What follows belongs to an exercise in optimizing a design on an open flow for small area; a production flow would make more cautious choices.
Where RTL was checked, it was by simulation tests only, not by an equivalence proof against the original.
Power figures rest on the tool's default switching activity, not on a simulated workload.

Setup of rev 12:
==> flow/design.v (excerpt) <==
module pdm_mic_top (
    input  logic                    clk_i,
    input  logic                    rst_n_i,
    input  logic                    clear_i,
    input  logic [7-1:0] decim_i,
    input  logic                    pdm_data_i,
    input  logic                    rd_en_i,
    output logic                    pdm_clk_o,
    output logic [16-1:0] audio_o,
    output logic                    audio_valid_o,
    output logic                    clip_o,
    output logic                    overflow_o
);
clock: 10.0 ns
lec_check: 0
cap_margin: 20
core_margin: 2
core_utilization: 70
cts_cluster_diameter: 60
cts_cluster_size: 30
place_density: 0.8
slew_margin: 20
run.sh (not shown) runs the stock make flow with config.mk's settings and CLKGATE_MAP_FILE= SYNTH_SCRIPT=/design/flow/synth_recipe.tcl, a recipe that flattens the netlist after the stock synthesis.
Input changes introduced in rev 13 (baseline for comparison: rev 12):
diff --git a/flow/design.v b/flow/design.v
--- a/flow/design.v
+++ b/flow/design.v
@@ -100,36 +100,43 @@
     assign act      = start ? (act_p | pdm_valid_i) : act_q;
     assign fire_now = start ? (fire_p | fire)       : fire_q;
     assign bit_now  = pdm_valid_i ? pdm_bit_i : bit_p;
     logic [27:0] integ_q [N];
     logic [3:0]  integ_d [N];    
     logic [N-1:0] icarry_q;
     for (genvar i = 0; i < N; i++) begin : g_integ
+        logic [3:0] own;
         logic [3:0] addend;
         logic       cin;
         logic [4:0] sum;
         assign integ_d[i] = mask ? 4'd0 : integ_q[i][3:0];
         if (i == 0) begin : g_head
+            assign own    = integ_d[i];
             assign addend = 4'd0;
             assign cin    = start ? (act & bit_now) : icarry_q[i];   
         end else begin : g_tail
+            if (i == N - 1) begin : g_dump
+                assign own = fire_now ? 4'd0 : integ_d[i];
+            end else begin : g_run
+                assign own = integ_d[i];
+            end
             assign addend = act ? integ_d[i-1] : 4'd0;
             assign cin    = start ? 1'b0 : icarry_q[i];
         end
-        assign sum = {1'b0, integ_d[i]} + {1'b0, addend} + {4'd0, cin};
+        assign sum = {1'b0, own} + {1'b0, addend} + {4'd0, cin};
         always_ff @(posedge clk_i) begin
             integ_q[i]  <= {sum[3:0], integ_q[i][27:4]};
             icarry_q[i] <= sum[4];
         end
     end
-    logic [27:0]  comb_q [N];
+    logic [27:0]  comb_q [1:N-1];
     logic [3:0]   comb_in [N+1];
-    logic [N-1:0] cborrow_q;
-    assign comb_in[0] = integ_d[N-1];
-    for (genvar i = 0; i < N; i++) begin : g_comb
+    logic [N-1:1] cborrow_q;
+    assign comb_in[1] = integ_d[N-1];   
+    for (genvar i = 1; i < N; i++) begin : g_comb
         logic [3:0] dly;
         logic       cin;
         logic [4:0] diff;
         assign dly  = mask ? 4'd0 : comb_q[i][3:0];
         assign cin  = start ? 1'b1 : cborrow_q[i];
         assign diff = {1'b0, comb_in[i]} + {1'b0, ~dly} + {4'd0, cin};
         assign comb_in[i+1] = diff[3:0];
@@ -163,29 +170,35 @@
 endmodule
 `default_nettype wire
 `default_nettype none
 module pcm_fifo (
     input  logic        clk_i,
     input  logic        rst_n_i,
     input  logic        clear_i,
+    input  logic [2:0]  phase_i,
     input  logic        wr_i,
     input  logic [16:0] wr_data_i,
     input  logic        rd_i,
     output logic [16:0] rd_data_o,
     output logic        empty_o,
     output logic        overflow_o
 );
     localparam int AW = $clog2(8);
-    logic [16:0] mem [8];
-    logic [AW:0] wr_ptr;        
-    logic [AW:0] rd_ptr;
-    logic [AW-1:0] rd_slot_q;   
-    logic        full;
-    logic        wr_ok;
-    logic        overflow_q;
+    logic [16:0]   ring_q [8];
+    logic [16:0]   hold_q;
+    logic [AW-1:0] hold_slot_q;
+    logic          hold_v_q;
+    logic          ins;
+    logic [AW:0]   wr_ptr;        
+    logic [AW:0]   rd_ptr;
+    logic [AW-1:0] rd_slot_q;     
+    logic [AW-1:0] rd_pos;
+    logic          full;
+    logic          wr_ok;
+    logic          overflow_q;
     assign empty_o = (wr_ptr == rd_ptr);
     assign full    = (wr_ptr[AW] != rd_ptr[AW]) && (wr_ptr[AW-1:0] == rd_ptr[AW-1:0]);
     assign wr_ok   = wr_i & ~full;   
     always_ff @(posedge clk_i) begin
         if (!rst_n_i || clear_i) begin
             wr_ptr <= '0;
             rd_ptr <= '0;
@@ -201,23 +214,33 @@
     always_ff @(posedge clk_i) begin
         if (!rst_n_i || clear_i) begin
             overflow_q <= 1'b0;
         end else if (wr_i && full) begin
             overflow_q <= 1'b1;   
         end
     end
+    assign ins = hold_v_q && (phase_i == hold_slot_q - 1'b1);
     always_ff @(posedge clk_i) begin
         if (wr_ok) begin
-            mem[wr_ptr[AW-1:0]] <= wr_data_i;
+            hold_q      <= wr_data_i;
+            hold_slot_q <= wr_ptr[AW-1:0];
+        end
+        hold_v_q <= wr_ok || (hold_v_q && !ins);
+    end
+    always_ff @(posedge clk_i) begin
+        ring_q[0] <= ins ? hold_q : ring_q[8-1];
+        for (int i = 1; i < 8; i++) begin
+            ring_q[i] <= ring_q[i-1];
         end
     end
     always_ff @(posedge clk_i) begin
         rd_slot_q <= rd_ptr[AW-1:0];
     end
-    assign rd_data_o  = mem[rd_slot_q];
+    assign rd_pos     = phase_i - rd_slot_q;
+    assign rd_data_o  = (hold_v_q && hold_slot_q == rd_slot_q) ? hold_q : ring_q[rd_pos];
     assign overflow_o = overflow_q;
 endmodule
 `default_nettype wire
 `default_nettype none
 module pcm_reader (
     input  logic                    clk_i,
     input  logic                    rst_n_i,
@@ -303,14 +326,15 @@
         .pcm_o       (pcm_word),
         .pcm_valid_o (pcm_valid)
     );
     pcm_fifo pcm_fifo_i (
         .clk_i      (clk_i),
         .rst_n_i    (rst_n_i),
         .clear_i    (clear_i),
+        .phase_i    (phase),
         .wr_i       (pcm_valid),
         .wr_data_i  (pcm_word),
         .rd_i       (fifo_pop),
         .rd_data_o  (fifo_word),
         .empty_o    (fifo_empty),
         .overflow_o (overflow_o)
     );
### Flow results
- Comparing the two runs side by side, rev 13 comes out ahead of rev 12 on post-route worst hold slack.
- Cell with the largest stage delay on the worst path: sky130_fd_sc_hd__fa_1 -> rev 12, sky130_fd_sc_hd__or4b_2 -> rev 13
- The worst ir drop on vdd reported for rev 13 is greater than that of rev 12 by 1.3%.
- Reported for rev 12 and rev 13, number of antenna violations at the first check in global routing turned out identical to the last digit.
- Compared with rev 12, rev 13 shows a lower multiplexer share of the synthesized area.
- Area fraction in and, or, nand and nor cells after synthesis in rev 13 is 1.7 points above rev 12.
- Switching power share of the total was lower in rev 12 than in rev 13.
For rev 12, only the layout was checked, not whether the RTL still works.

[port drivers added, routing unchanged]
The results above use ideal ports. As a check the final layouts listed here were re-extracted and re-timed, cells and wires unchanged. Step 1 assumes that a clkbuf_16 drives the clock port and a buf_2 every other input. Step 2 moves the port delays by t, midway between the first and last clock arrival at a register: inputs arrive t later, outputs are due t later. That takes back most of the time a late clock gives input paths. a / b / c = no drivers / after step 1 / after step 2; a / b = the first two.
run | t, ns | setup WS [ns] | worst data-port slew with drivers (ns) | pins driven straight from the clock port
rev 12 | 0.586 | 4.885 / 4.885 / 4.885 | 0.03 | 1
rev 13 | 0.585 | 4.949 / 4.949 / 4.949 | 0.04 | 1
After both steps setup and hold are still met in every run listed.
